This design comes from an exercise in tuning for small area on the open sky130 flow, not from production work.
Function was checked by simulation only, so behaviour that the tests miss may differ from the original.
Power is estimated from default activity; no workload was simulated.

===== design/flow/design.v =====
module thread_mmu #(
   parameter int NUM_TRD = 8,
   parameter int TRD_W   = 3,
   parameter int AW      = 32
) (
   input  logic             clk,
   input  logic             rst_n,
   input  logic [AW-1:0]    i_addr,
   input  logic [TRD_W-1:0] i_trd,
   input  logic             i_rd,
   input  logic [AW-1:0]    d_addr,
   input  logic [TRD_W-1:0] d_trd,
   input  logic             d_rd,
   input  logic             d_wr,
   output logic             i_segfault,
   output logic             d_segfault,
   input  logic             i_fill_req,
   input  logic             d_fill_req,
   input  logic             d_fill_wr,
   output logic             i_fill_done,
   output logic             d_fill_done,
   output logic             fill_err,
   input  logic             cfg_we,
   input  logic             cfg_side,
   input  logic [TRD_W-1:0] cfg_trd,
   input  logic [AW-1:0]    cfg_base,
   input  logic [AW-1:0]    cfg_limit,
   input  logic             ready,
   input  logic             tx_done,
   output logic [1:0]       mem_op,
   output logic [63:0]      cpu_addr
);
   logic [AW-1:0] w_ib [NUM_TRD];
   logic [AW-1:0] w_il [NUM_TRD];
   logic [AW-1:0] w_db [NUM_TRD];
   logic [AW-1:0] w_dl [NUM_TRD];
   logic          r_v0_i, r_v0_d;
   for (genvar t = 0; t < NUM_TRD; t++) begin : g_trd
      logic          w_we_i, w_we_d;
      logic [AW-2:0] r_ib, r_il, r_db, r_dl;
      logic          r_ib_h, r_il_h, r_db_h, r_dl_h;
      assign w_we_i = cfg_we & ~cfg_side & (cfg_trd == TRD_W'(t));
      assign w_we_d = cfg_we &  cfg_side & (cfg_trd == TRD_W'(t));
      always_ff @(posedge clk) begin
         if (w_we_i) begin
            r_ib <= cfg_base[AW-2:0];
            r_il <= cfg_limit[AW-2:0];
         end
         if (w_we_d) begin
            r_db <= cfg_base[AW-2:0];
            r_dl <= cfg_limit[AW-2:0];
         end
      end
      if (t == 0) begin : g_t0
         always_ff @(posedge clk) begin
            if (w_we_i) begin
               r_ib_h <= cfg_base[AW-1];
               r_il_h <= cfg_limit[AW-1];
            end
            if (w_we_d) begin
               r_db_h <= cfg_base[AW-1];
               r_dl_h <= cfg_limit[AW-1];
            end
         end
         always_ff @(posedge clk or negedge rst_n) begin
            if (!rst_n) begin
               r_v0_i <= 1'b0;
               r_v0_d <= 1'b0;
            end else begin
               if (w_we_i) r_v0_i <= 1'b1;
               if (w_we_d) r_v0_d <= 1'b1;
            end
         end
      end else begin : g_tn
         always_ff @(posedge clk or negedge rst_n) begin
            if (!rst_n) begin
               r_ib_h <= 1'b1;
               r_il_h <= 1'b0;
               r_db_h <= 1'b1;
               r_dl_h <= 1'b0;
            end else begin
               if (w_we_i) begin
                  r_ib_h <= cfg_base[AW-1];
                  r_il_h <= cfg_limit[AW-1];
               end
               if (w_we_d) begin
                  r_db_h <= cfg_base[AW-1];
                  r_dl_h <= cfg_limit[AW-1];
               end
            end
         end
      end
      assign w_ib[t] = {r_ib_h, r_ib};
      assign w_il[t] = {r_il_h, r_il};
      assign w_db[t] = {r_db_h, r_db};
      assign w_dl[t] = {r_dl_h, r_dl};
   end
   function automatic logic f_le(input logic [AW-1:0] a, input logic [AW-1:0] b);
      logic le;
      le = 1'b1;
      for (int k = 0; k < AW; k++) le = (~a[k] & b[k]) | (~a[k] & le) | (b[k] & le);
      f_le = le;
   endfunction
   logic [AW-1:0] w_ib_s, w_il_s, w_db_s, w_dl_s;
   logic          w_i_in, w_d_in;
   assign w_ib_s = w_ib[i_trd];
   assign w_il_s = w_il[i_trd];
   assign w_db_s = w_db[d_trd];
   assign w_dl_s = w_dl[d_trd];
   assign w_i_in = (i_trd == '0 && !r_v0_i) ? (i_addr[AW-1:9] == 23'h80)
                                             : (f_le(w_ib_s, i_addr) & f_le(i_addr, w_il_s));
   assign w_d_in = (d_trd == '0 && !r_v0_d) ? (d_addr[AW-1:8] == 24'h102)
                                             : (f_le(w_db_s, d_addr) & f_le(d_addr, w_dl_s));
   assign i_segfault = i_rd & ~w_i_in;
   assign d_segfault = (d_rd | d_wr) & ~w_d_in;
   typedef enum logic [1:0] {ST_IDLE, ST_ISSUE, ST_WAIT, ST_DONE} state_t;
   state_t        r_state, w_nxt;
   logic          r_side, r_last_d, r_err;
   logic          r_i_done, r_d_done, r_fill_err;
   logic [1:0]    r_op;
   logic [AW-1:0] r_addr;
   logic          w_i_pend, w_d_pend, w_grant, w_gnt_d, w_sel_valid;
   assign w_i_pend    = i_fill_req & ~r_i_done;
   assign w_d_pend    = d_fill_req & ~r_d_done;
   assign w_grant     = (r_state == ST_IDLE) & (w_i_pend | w_d_pend);
   assign w_gnt_d     = w_d_pend & (~w_i_pend | ~r_last_d);
   assign w_sel_valid = w_gnt_d ? w_d_in : w_i_in;
   always_comb begin
      w_nxt = r_state;
      case (r_state)
         ST_IDLE:  if (w_i_pend || w_d_pend) begin
                      if (w_sel_valid) w_nxt = ST_ISSUE;
                      else             w_nxt = ST_DONE;
                   end
         ST_ISSUE: if (ready) w_nxt = ST_WAIT;
         ST_WAIT:  if (tx_done) w_nxt = ST_DONE;
         default:  w_nxt = ST_IDLE;
      endcase
   end
   always_ff @(posedge clk or negedge rst_n) begin
      if (!rst_n) begin
         r_state    <= ST_IDLE;
         r_side     <= 1'b0;
         r_last_d   <= 1'b0;
         r_err      <= 1'b0;
         r_op       <= 2'b00;
         r_addr     <= '0;
         r_i_done   <= 1'b0;
         r_d_done   <= 1'b0;
         r_fill_err <= 1'b0;
      end else begin
         r_state    <= w_nxt;
         r_i_done   <= (r_state == ST_DONE) && !r_side;
         r_d_done   <= (r_state == ST_DONE) && r_side;
         r_fill_err <= (r_state == ST_DONE) && r_err;
         if (w_grant) begin
            r_side   <= w_gnt_d;
            r_last_d <= w_gnt_d;
            r_op     <= (w_gnt_d && d_fill_wr) ? 2'b11 : 2'b01;
            r_err    <= !w_sel_valid;
            if (w_sel_valid) r_addr <= w_gnt_d ? d_addr : i_addr;
         end
      end
   end
   assign mem_op      = (r_state == ST_ISSUE) ? r_op : 2'b00;
   assign cpu_addr    = {{(64-AW){1'b0}}, r_addr};
   assign i_fill_done = r_i_done;
   assign d_fill_done = r_d_done;
   assign fill_err    = r_fill_err;
endmodule

===== design/flow/run.sh =====
#!/bin/bash
# synth_recipe.tcl (not shown) runs the flow's synth.tcl, then flattens the netlist and writes it again
# the make line also repeats each setting of config.mk as NAME=value (left out here)
make -C /OpenROAD-flow-scripts/flow DESIGN_CONFIG=/design/flow/config.mk WORK_HOME=/design/flow/orfs CLKGATE_MAP_FILE= SYNTH_SCRIPT=/design/flow/synth_recipe.tcl finish

===== design/flow/config.mk =====
export PLATFORM = sky130hd
export DESIGN_NAME = thread_mmu
export DESIGN_NICKNAME = thread_mmu
export VERILOG_FILES = /design/flow/design.v
export SDC_FILE = /design/flow/constraint.sdc
export NUM_CORES = 4
export LEC_CHECK = 0
export ABC_AREA = 1
export CAP_MARGIN = 0
export CORE_MARGIN = 2
export CORE_UTILIZATION = 40
export CTS_BUF_LIST = sky130_fd_sc_hd__clkbuf_8
export CTS_CLUSTER_SIZE = 20
export PLACE_DENSITY = 0.6
export SLEW_MARGIN = 0

===== design/flow/constraint.sdc =====
create_clock -name core_clock -period 7.0 [get_ports {clk}]
set_input_delay 1.4000 -clock core_clock [delete_from_list [all_inputs] [get_ports {clk}]]
set_output_delay 1.4000 -clock core_clock [all_outputs]
set_load 0.01 [all_outputs]

==> results.txt, run 1 <==
outcome no timing/DRC/antenna violations; leakage 0.01741 µW; PwrDens 282.7 nW/µm²; H-tree depth 4; RR Startpoint g_trd[7].r_il[2]; Post-synth EDFFs 996; grt ovf 0; post-place setup slack -0.6561 ns; clk latency of the worst-skew pair 0.84 ns; Placed Cells 4520; slew margin rel. 17.80%; width of the die 325.8 µm; Clock Sinks 1067; GRT Overall Usage 23.45%; syn_area_per_cell 14.24 µm²; fill cell total of the finished layout 9027; die height 325.8 µm; Worst Setup End Kind primary output; GR Util met2 35.97%; storage element area 31700 µm²; Final Instance Area 49550 µm²; final wirelength 125900 µm; Hold Path Class in2async; CP max FO 12; Async S/R FF share, synth 6.654%; GR Util met1 32.42%; multi-input logic area 8771 µm²; count of final hold-check violations 0; Max Freq 150.9 MHz; vias in the first global route 26350; Final Wtd Congestion 0.8799; flops & latches, synth 1067; Iter 0 DRT Violations 3167; Core Region 103100 µm²; Worst-path clk slew 0.06 ns; Yosys warnings 5; Starting Density 40.19%; total CTS buffers 174; Hold Slack 0.4522 ns; Setup CP Type in2out; WL/cell 25.95 µm; M3 GR Usage 6.333%; total number of vias 27250; Layout area overhead 19.63%; share of layout cells above drive strength 1 15.59%; worst-case clock buffer depth 3; number of max-cap violations 0; HPWL after DPL 77230 µm; top cell type's share of synthesized area 72.21%; CP arrival 5.23 ns; setup ws final 0.3723 ns; Post-Synthesis Cells 2908; worst path required time 5.60 ns; Final Skew 0.03583 ns; Register-to-Register Path Depth 57; CTS tree done; min cycle time layout 6.628 ns; initial antenna violation count 5; startpoint types input port; Worst Setup SP d_trd[1]; io pins 220; Netlist cell types 45; Syn Std Cell Area 41420 µm²; Final Cycle Share 94.68%; register area share after synthesis 76.54%; Post-Layout Cell Count 4852; RSZ-0062 raised after global routing true; number of detailed-route iterations in the first pass 5; CP max stage cell a31oi_1; largest net degree at the start of global routing 66; Slew Viols, Final 0; VDD IR-drop max 152.8 µV; Area contributors post-synth edfxtp_1, a22oi_1, nand2_1, o21ai_0, dfrtp_1; port bufs 187; ys flop type edfxtp_1; die area 106100 µm²; # setup viols final 0; clock root buffer clkbuf_8; Layout Nets 3484; max incr delay on CP 0.28 ns; DRC viols 0; gr busiest metal met2; via/cell ratio 5.616; Synth area leader edfxtp_1; Worst-Margin Slew 1.233 ns; CP most frequent cell nand2_1; first-pass GRT wire length 181000 µm; ANT nets after route 0; Post-DP Area 45930 µm²; Rows 118
[final cells by class]
cell class              count  area share (%)
repair inverters            1         0.01515
flip-flops and latches   1067           63.98
clock buffers             178           4.944
repair buffers            377           7.168
clock inverters           138           1.422
multi-input cells        1546           17.70
well taps                1380           3.485
diodes                      1        0.005050
inverters                 164           1.283
[synth_stat cells, types with 2 or more instances]
library cell,n
a41oi_1,6
buf_4,36
nand4_1,113
clkbuf_2,2
o21ai_1,10
ha_1,4
buf_1,11
buf_2,55
inv_2,15
nor2_1,64
nand2_1,484
dfrtp_1,57
a221oi_1,22
a22oi_1,314
nand3_2,2
nor3_1,8
nand3_1,40
a21oi_1,28
edfxtp_1,996
or2_0,2
nor4_1,9
nor2_2,2
o22ai_1,51
or2_2,20
o221ai_1,4
inv_1,149
dfstp_2,14
clkbuf_1,55
a22o_1,31
o21ai_0,287
buf_6,3
[cell families after synthesis]
group,synth area share [%]
DFF,76.54
other,0.009053
buffers and inverters,3.507
adders and majority gates,0.1208
and+or+nand+nor,7.953
AOI/OAI and AO/OA,11.87
[what timing repair did]
item,in CTS,in global routing
gates resized for setup,65,68
setup endpoints to repair,2,2
cloned,1,0
pin swaps,10,21
hold buffers,0,0
buffers inserted,8,6
[routing by layer]
layer / vias to the layer above / wire length, µm
met5: - / 39
met4: 6 / 3620
met3: 219 / 12950
met2: 1445 / 57130
met1: 13660 / 52150
li1: 11920 / -
[per-stage QoR]
stage / utilization (%) / total power [µW] / TNS (ns)
2_1_floorplan: - / 8229 / 0
3_3_place_gp: 44.57 / 9094 / -1.234
3_5_place_dp: 44.57 / 9110 / -1.253
4_1_cts: 47.88 / 14060 / 0
5_1_grt: 48.08 / 14520 / -0.09279
6_report: 48.08 / 14010 / 0
[power by group]
group,internal [µW],switching [µW]
registers,7250,115
clock network,2460,2510
logic,605,1070
[state kept, by name (all words and copies together) (netlist names)]
| signal | flops |
|---|---|
| r_op | 2 |
| g_trd.r_db_h | 8 |
| g_trd.r_dl | 248 |
| g_trd.r_ib_h | 8 |
| g_trd.r_ib | 248 |
| g_trd.r_il | 248 |
| r_d_done | 1 |
| g_trd.r_db | 248 |
| g_trd.r_dl_h | 8 |
| r_v0_i | 1 |
| g_trd.r_il_h | 8 |
| r_addr | 32 |
| r_i_done | 1 |
| r_state | 2 |
| r_side | 1 |
| r_err | 1 |
| r_fill_err | 1 |
| r_v0_d | 1 |
[worst max-delay path, delay by kind of cell]
kind	cells	cell delay, ns
AND/OR/NAND/NOR	25	1.85
AO/OA/AOI/OAI	8	1.31
buffers and inverters	5	0.67
[worst paths after layout]
| check | slack [ns] | to |
|---|---|---|
| min in group core_clock | 0.47 | r_op[0] |
| worst min register to register | 0.47 | r_op[0] |
| worst min-delay path | 0.45 | r_addr[6] |
| worst max register to register | 2.59 | r_addr[25] |
| max in group asynchronous | 5.42 | r_addr[17] |
| worst max-delay path | 0.37 | d_segfault |
[cell usage in the layout, fill, tap and decap left out, drive strengths merged, types with 14 or more instances in the layout]
master	n
nand3	42
o21ai	297
dfstp	14
clkinv	54
buf	196
clkdlybuf4s50	177
a21oi	28
a22o	31
dfrtp	57
conb	32
nand2	485
o22ai	51
or2	22
a22oi	314
nor2	67
a221oi	22
nand4	113
edfxtp	996
inv	242
clkbuf	180
==> run 2, diff against run 1 <==
--- a/design/flow/config.mk
+++ b/design/flow/config.mk
@@ -9,7 +9,7 @@
 export CAP_MARGIN = 0
 export CORE_MARGIN = 2
 export CORE_UTILIZATION = 40
-export CTS_BUF_LIST = sky130_fd_sc_hd__clkbuf_8
-export CTS_CLUSTER_SIZE = 20
+export CTS_BUF_LIST = sky130_fd_sc_hd__clkbuf_4 sky130_fd_sc_hd__clkbuf_8
+export CTS_CLUSTER_SIZE = 30
 export PLACE_DENSITY = 0.6
 export SLEW_MARGIN = 0
==> run 2 against run 1 <==
Against the previous run: critical path type unchanged; clock-buffer cell count up 70; total power up 2.6%; first-iteration DRC count rose by 1.7%; still clean on timing, DRC and antenna; critical path depth up 5; core utilization increased by 0.17 points; synthesized area unchanged.
==> results.txt, run 2 <==
worst-case clock buffer depth 3 (unchanged); GR Util met2 35.89% (-0.083 points); Clk pwr share 37.1% (+1.6 points); Hold Path Class in2async; GR Util met1 32.59% (+0.17 points); grt ovf 0 (unchanged); io pins 220 (unchanged); M3 GR Usage 6.266% (-0.067 points); Final Wtd Congestion 0.8799 (unchanged); CP max stage cell a221oi_1; Worst-Margin Slew 1.232 ns (-0.0007249 ns); Final Cycle Share 94.77% (about the same); P_sw 3684 µW (-0.16%); leakage 0.01732 µW (-0.50%); Final Instance Area 49730 µm² (+0.36%); port bufs 187 (unchanged); initial antenna violation count 5 (unchanged); Starting Density 40.19% (unchanged); Clock Sinks 1067 (unchanged); Synth area leader edfxtp_1; die area 106100 µm² (unchanged); min cycle time layout 6.634 ns (+0.006298 ns); Layout area overhead 20.06%; largest net degree at the start of global routing 66 (unchanged); CP max FO 7 (-5); max incr delay on CP 0.21 ns (-0.07 ns); number of max-cap violations 0 (unchanged); outcome no timing/DRC/antenna violations; multi-input logic area 8747 µm² (-0.27%); share of layout cells above drive strength 1 17.43% (+1.8 points); ys flop type edfxtp_1; H-tree depth 4 (unchanged); fill cell total of the finished layout 8996 (-0.34%); Setup CP Type in2out; via/cell ratio 5.586 (-0.54%); CP top delay family simple AND/OR/NAND/NOR gates; final wirelength 126000 µm (+0.11%); most frequent cells in the layout edfxtp_1, nand2_1, a22oi_1, o21ai_0; Netlist cell types 45 (unchanged); Iter 0 DRT Violations 3222 (+1.7%); ANT nets after route 0 (unchanged); Post-synth top cells edfxtp_1, nand2_1, a22oi_1; Post-DP Area 45930 µm² (unchanged); # hold bufs at CTS 0 (unchanged); total number of vias 27100 (-0.54%); PwrDens 289.0 nW/µm² (+2.2%); Util after Layout 48.26% (+0.17 points); DRC viols 0 (unchanged); Syn Std Cell Area 41420 µm² (unchanged); slew margin rel. 17.85% (+0.048 points); count of final hold-check violations 0 (unchanged); top cell type's share of synthesized area 72.21% (unchanged); Sw Share 25.64% (-0.71 points); total CTS buffers 174 (unchanged); HPWL after DPL 77230 µm (unchanged); Post-synth EDFFs 996 (unchanged); Core Region 103100 µm² (unchanged); number of detailed-route iterations in the first pass 6 (+1); Worst-path clk slew 0.06 ns (about the same); clock root buffer clkbuf_8; register area share after synthesis 76.54% (unchanged); count leader, synth edfxtp_1; WL/cell 25.97 µm (+0.11%); Internal Power 10690 µW (+3.6%); Worst Path Buf+Inv 5 (unchanged); die height 325.8 µm (unchanged); vias in the first global route 26340 (-0.0076%); Area contributors post-synth edfxtp_1, a22oi_1, nand2_1, o21ai_0, dfrtp_1; Post-Layout Cell Count 4852 (unchanged); storage element area 31700 µm² (unchanged); setup_tns 0 ns (unchanged); Slew Viols, Final 0 (unchanged); Layout Nets 3484 (unchanged); clk latency of the worst-skew pair 0.84 ns (about the same); startpoint types input port; CTS tree done; Final Skew 0.03586 ns (+0.00002820 ns); Post-Synthesis Cells 2908 (unchanged); Max Freq 150.7 MHz (about the same); Rows 118 (unchanged); # setup viols final 0 (unchanged); commonest non-fill, non-tap cell in the layout edfxtp_1; worst path required time 5.60 ns (about the same); width of the die 325.8 µm (unchanged); Yosys warnings 5 (unchanged); gr busiest metal met2; Async S/R FF share, synth 6.654% (unchanged); syn_area_per_cell 14.24 µm² (unchanged); CP arrival 5.23 ns (about the same); post-place setup slack -0.6561 ns (unchanged); GRT Overall Usage 23.47% (about the same); share of total power in combinational logic 11.6% (-0.3 points); VDD IR-drop max 152.5 µV (-0.19%); Placed Cells 4520 (unchanged); CP most frequent cell nand2_1; Worst Setup End Kind primary output; RSZ-0062 raised after global routing true; flops & latches, synth 1067 (unchanged); setup ws final 0.3660 ns (-0.006298 ns); first-pass GRT wire length 181100 µm (about the same); Seq pwr share 51.3% (-1.3 points)
## run 2: cell counts after synthesis
Identical to the previous run, type by type.
## run 2: layout make-up
class | count | share of cell area (%)
Sequential cell | 1067 | 63.75
Timing Repair Buffer | 377 | 7.017
Clock buffer | 248 | 5.983
Antenna cell | 1 | 0.005032
Timing Repair inverter | 1 | 0.01510
Multi-Input combinational cell | 1546 | 17.59
Clock inverter | 68 | 0.8881
Tap cell | 1380 | 3.472
Inverter | 164 | 1.283
## run 2: through the flow
| step | power, µW | hold slack, ns |
|---|---|---|
| after floorplan | 8229 | 0.4338 |
| after global placement | 9094 | 0.4557 |
| after detailed placement | 9110 | 0.4550 |
| after CTS | 14430 | 0.4012 |
| after global routing | 14890 | 0.4291 |
| final | 14370 | 0.4524 |
## run 2: per-layer routing
layer	share of wire [%]	vias up	wire, µm
met4	2.8	6	3556
met2	45	1415	56990
met1	41	13560	52270
li1	-	11920	-
met3	10	208	13170
met5	0.031	-	39
## run 2: logic make-up after synthesis
logic type / after synthesis / synth area share (%)
AO/OA/AOI/OAI: 761 / 11.87
other: 1 / 0.009053
buffers and inverters: 326 / 3.507
AND/OR/NAND/NOR: 749 / 7.953
adder cells (fa/ha/maj): 4 / 0.1208
flip-flops: 1067 / 76.54
## run 2: final timing paths
path	start	endpoint	slack (ns)	cells after the start
hold reg to reg	r_v0_d	r_v0_d	0.47	1
min in group core_clock	r_v0_d	r_v0_d	0.47	1
max in group asynchronous	rst_n	r_addr[17]	5.42	2
setup / recovery	i_trd[1]	i_segfault	0.37	43
hold / removal	rst_n	r_addr[30]	0.45	1
setup reg to reg	g_trd[5].r_il[2]	r_addr[13]	2.63	57
## run 2: repair_timing
item | 4_1_cts | 5_1_grt
gates cloned | 1 | 0
pin swaps | 10 | 16
setup endpoints to repair | 2 | 2
resized for setup | 65 | 44
setup buffers | 8 | 6
## run 2: power groups by stage
stage | clock network (µW) | logic (µW) | registers [µW]
after floorplan | 0 | 722 | 7510
after global placement | 0 | 1600 | 7490
after detailed placement | 0 | 1620 | 7490
after CTS | 5420 | 1640 | 7370
after global routing | 5690 | 1800 | 7390
final | 5340 | 1670 | 7370
==> run 3, diff against run 2 <==
==> design/flow/config.mk (replaced) <==
export PLATFORM = sky130hd
export DESIGN_NAME = thread_mmu
export DESIGN_NICKNAME = thread_mmu
export VERILOG_FILES = /design/flow/design.v
export SDC_FILE = /design/flow/constraint.sdc
export NUM_CORES = 4
export LEC_CHECK = 0
export ABC_AREA = 1
export CAP_MARGIN = 20
export CORE_MARGIN = 2
export CORE_UTILIZATION = 40
export PLACE_DENSITY = 0.6
export SLEW_MARGIN = 20
==> run 3 against run 2 <==
Against the previous run: non-clock buffer count shrank 2; core utilization grew 0.24 points; global-route usage shrank 0.36 points; clock skew grew 0.0035 ns; synthesized area is the same; final cell count shrank 2.4%; maximum frequency shrank 0.93%; design area grew 0.49%; wire length shrank 1.2%; synthesized cell count is the same; sequential cell count is the same; setup slack lost 0.062 ns; largest power group unchanged.
==> results.txt, run 3 <==
outcome no timing/DRC/antenna violations; Worst Hold Endpoint r_op[0]; Syn Std Cell Area 41420 µm² (unchanged); vias in the first global route 25600 (-2.8%); setup_tns 0 ns (unchanged); CP max FO 12 (+5); fill cell total of the finished layout 8941 (-0.61%); RR Endpoint r_state[1]; Placed Cells 4521 (+0.022%); commonest non-fill, non-tap cell in the layout edfxtp_1; Area contributors post-synth edfxtp_1, a22oi_1, nand2_1, o21ai_0, dfrtp_1; Clock Sinks 1067 (unchanged); first-pass GRT wire length 178700 µm (-1.3%); leakage 0.01726 µW (-0.37%); slack of the worst reg-to-reg path 2.56 ns (-0.07 ns); io pins 220 (unchanged); Iter 0 DRT Violations 3230 (+0.25%); Post-Synthesis Cells 2908 (unchanged); Final Skew 0.03933 ns (+0.003463 ns); Post-synth EDFFs 996 (unchanged); largest net degree at the start of global routing 66 (unchanged); number of max-cap violations 0 (unchanged); count leader, synth edfxtp_1; RR Startpoint g_trd[6].r_dl[1]; Yosys warnings 5 (unchanged); # setup viols final 0 (unchanged); GRT Overall Usage 23.11% (-0.36 points); Post-Layout Cell Count 4736 (-2.4%); worst path required time 5.60 ns (about the same); width of the die 325.8 µm (unchanged); syn_area_per_cell 14.24 µm² (unchanged); most frequent cells in the layout edfxtp_1, nand2_1, a22oi_1, o21ai_0, clkdlybuf4s50_1; Worst Setup End Kind primary output; port bufs 187 (unchanged); HPWL after DPL 77010 µm (-0.29%); min cycle time layout 6.696 ns (+0.06214 ns); Netlist cell types 45 (unchanged); worst-case clock buffer depth 3 (unchanged); DRC viols 0 (unchanged); total CTS buffers 108 (-38%); number of detailed-route iterations in the first pass 6 (unchanged); Hold Slack 0.4739 ns (+0.02148 ns); Worst-Margin Slew 1.168 ns (-0.06464 ns); Max Freq 149.3 MHz (-0.93%); total number of vias 26600 (-1.9%); Post-synth top cells edfxtp_1, nand2_1, a22oi_1; initial antenna violation count 8 (+3); top cell type's share of synthesized area 72.21% (unchanged); Final Cycle Share 95.66% (+0.89 points); count of final hold-check violations 0 (unchanged); max incr delay on CP 0.31 ns (+0.10 ns); ys flop type edfxtp_1; RSZ-0062 raised after global routing true; startpoint types input port; VDD IR-drop max 194.4 µV (+27%); CP arrival 5.30 ns (+0.07 ns); diodes inserted 0 (-1); Core Region 103100 µm² (unchanged); Final Wtd Congestion 0.8799 (unchanged); slew margin rel. 22.16% (+4.3 points); share of layout cells above drive strength 1 14.66% (-2.8 points); Hold Path Class reg2reg; die height 325.8 µm (unchanged); Layout area overhead 20.66%; grt ovf 0 (unchanged); register area share after synthesis 76.54% (unchanged); flops & latches, synth 1067 (unchanged); final wirelength 124500 µm (-1.2%); CP most frequent cell nand2_1; Rows 118 (unchanged); Slew Viols, Final 0 (unchanged); Synth area leader edfxtp_1; PwrDens 295.9 nW/µm² (+2.4%); WL/cell 26.30 µm (+1.2%); via/cell ratio 5.616 (+0.54%); H-tree depth 3 (-1); CP max stage cell a31oi_1; die area 106100 µm² (unchanged); Register-to-Register Path Depth 51 (-11%); hold depth 2; Async S/R FF share, synth 6.654% (unchanged); Setup CP Type in2out; clk latency of the worst-skew pair 0.71 ns (-0.13 ns); Layout Nets 3416 (-2.0%); Starting Density 40.19% (unchanged); Worst Hold Launch r_op[0]; Worst-path clk slew 0.06 ns (about the same); ANT nets after route 0 (unchanged); CTS tree done; clock root buffer clkbuf_16
run 3: how the worst max path moves through the flow:
stage,start,cells past startpoint,end,slack [ns]
after CTS,d_trd[0],39,d_segfault,-0.13
final,d_trd[1],38,d_segfault,0.30
after floorplan,i_trd[2],21,i_segfault,1.28
after global routing,d_trd[0],40,d_segfault,-0.05
after detailed placement,d_trd[1],50,d_segfault,-0.65
after global placement,d_trd[1],50,d_segfault,-0.68
run 3: power breakdown:
group / switching, µW / internal (µW)
Combinational: 1060 / 605
Sequential: 116 / 7250
Clock: 2460 / 3290
Total: 3640 / 11200
run 3: stage by stage:
step                      total power (µW)  worst slack, ns  utilization, %  area, µm²
after floorplan                       8229            1.281               -      41540
after global placement                9094          -0.6827           44.57      45930
after detailed placement              9108          -0.6547           44.59      45950
after CTS                            14830          -0.1331           48.21      49680
after global routing                 15270         -0.04630           48.50      49980
final                                14790           0.3039           48.50      49980
run 3: routing by layer:
metal  up-vias  part of all wire, %  wire [µm]  global-route usage, %
li1      11790                    -          -                      -
met1     13290                   42      52590                  32.46
met2      1294                   45      56240                  35.43
met3       215                  9.7      12120                  5.785
met4        10                  2.8       3523                  7.293
met5         -                0.057         71                      0
run 3: what timing repair did:
item	CTS	global route
hold buffers	0	0
gates resized for setup	46	96
pin swaps	4	42
gates cloned	1	0
buffers inserted	3	8
endpoints found under the setup margin	2	2
run 3: final cells by class:
class / instances / area (µm²) / area share [%]
multi-input combinational: 1546 / 8796 / 17.60
inverter: 164 / 638.1 / 1.277
timing repair buffer: 375 / 3546 / 7.095
clock buffer: 135 / 2874 / 5.751
sequential: 1067 / 31700 / 63.44
timing repair inverter: 1 / 7.507 / 0.01502
clock inverter: 68 / 685.7 / 1.372
tap: 1380 / 1727 / 3.455
run 3: critical path: cells and delay by family:
| family | cells | cell delay [ns] |
|---|---|---|
| AOI/OAI and AO/OA | 8 | 1.32 |
| buffers and inverters | 5 | 0.65 |
| and+or+nand+nor | 25 | 1.90 |
run 3: kinds of logic after synthesis:
logic type	count (synthesis)	share of synthesized area, %
AO/OA/AOI/OAI	761	11.87
adder cells (fa/ha/maj)	4	0.1208
buffers and inverters	326	3.507
flip-flops	1067	76.54
other	1	0.009053
AND/OR/NAND/NOR	749	7.953

[separate check: timing with driven ports]
The results above use ideal ports. As a check the final layouts listed here were re-extracted and re-timed, cells and wires unchanged. Step 1 sets driving cells, clkbuf_16 on the clock port and buf_2 on the other inputs (assumed; they add their load-dependent delay and slew). Step 2 times the ports against the registers' clock, not the clock port: input delays grow and output delays shrink by t, the midpoint of the rising clock arrivals with the driver on. Three values: no drivers, after step 1, after step 2; two values: the first two.
| run | shift t [ns] | setup slack, ns | clock arrival spread, ns | slew at the worst register clock pin (ns) |
|---|---|---|---|---|
| run 1 | 0.893 | 0.372 / 0.327 / 0.327 | 0.042 / 0.042 | 0.07 / 0.07 |
| run 2 | 0.893 | 0.366 / 0.345 / 0.345 | 0.043 / 0.042 | 0.06 / 0.06 |
| run 3 | 0.755 | 0.304 / 0.253 / 0.253 | 0.040 / 0.040 | 0.06 / 0.06 |
After both steps every run listed still meets setup and hold. For run 3, which loses most, drivers alone change the setup slack by -0.051 ns; drivers and shift together by -0.051 ns.
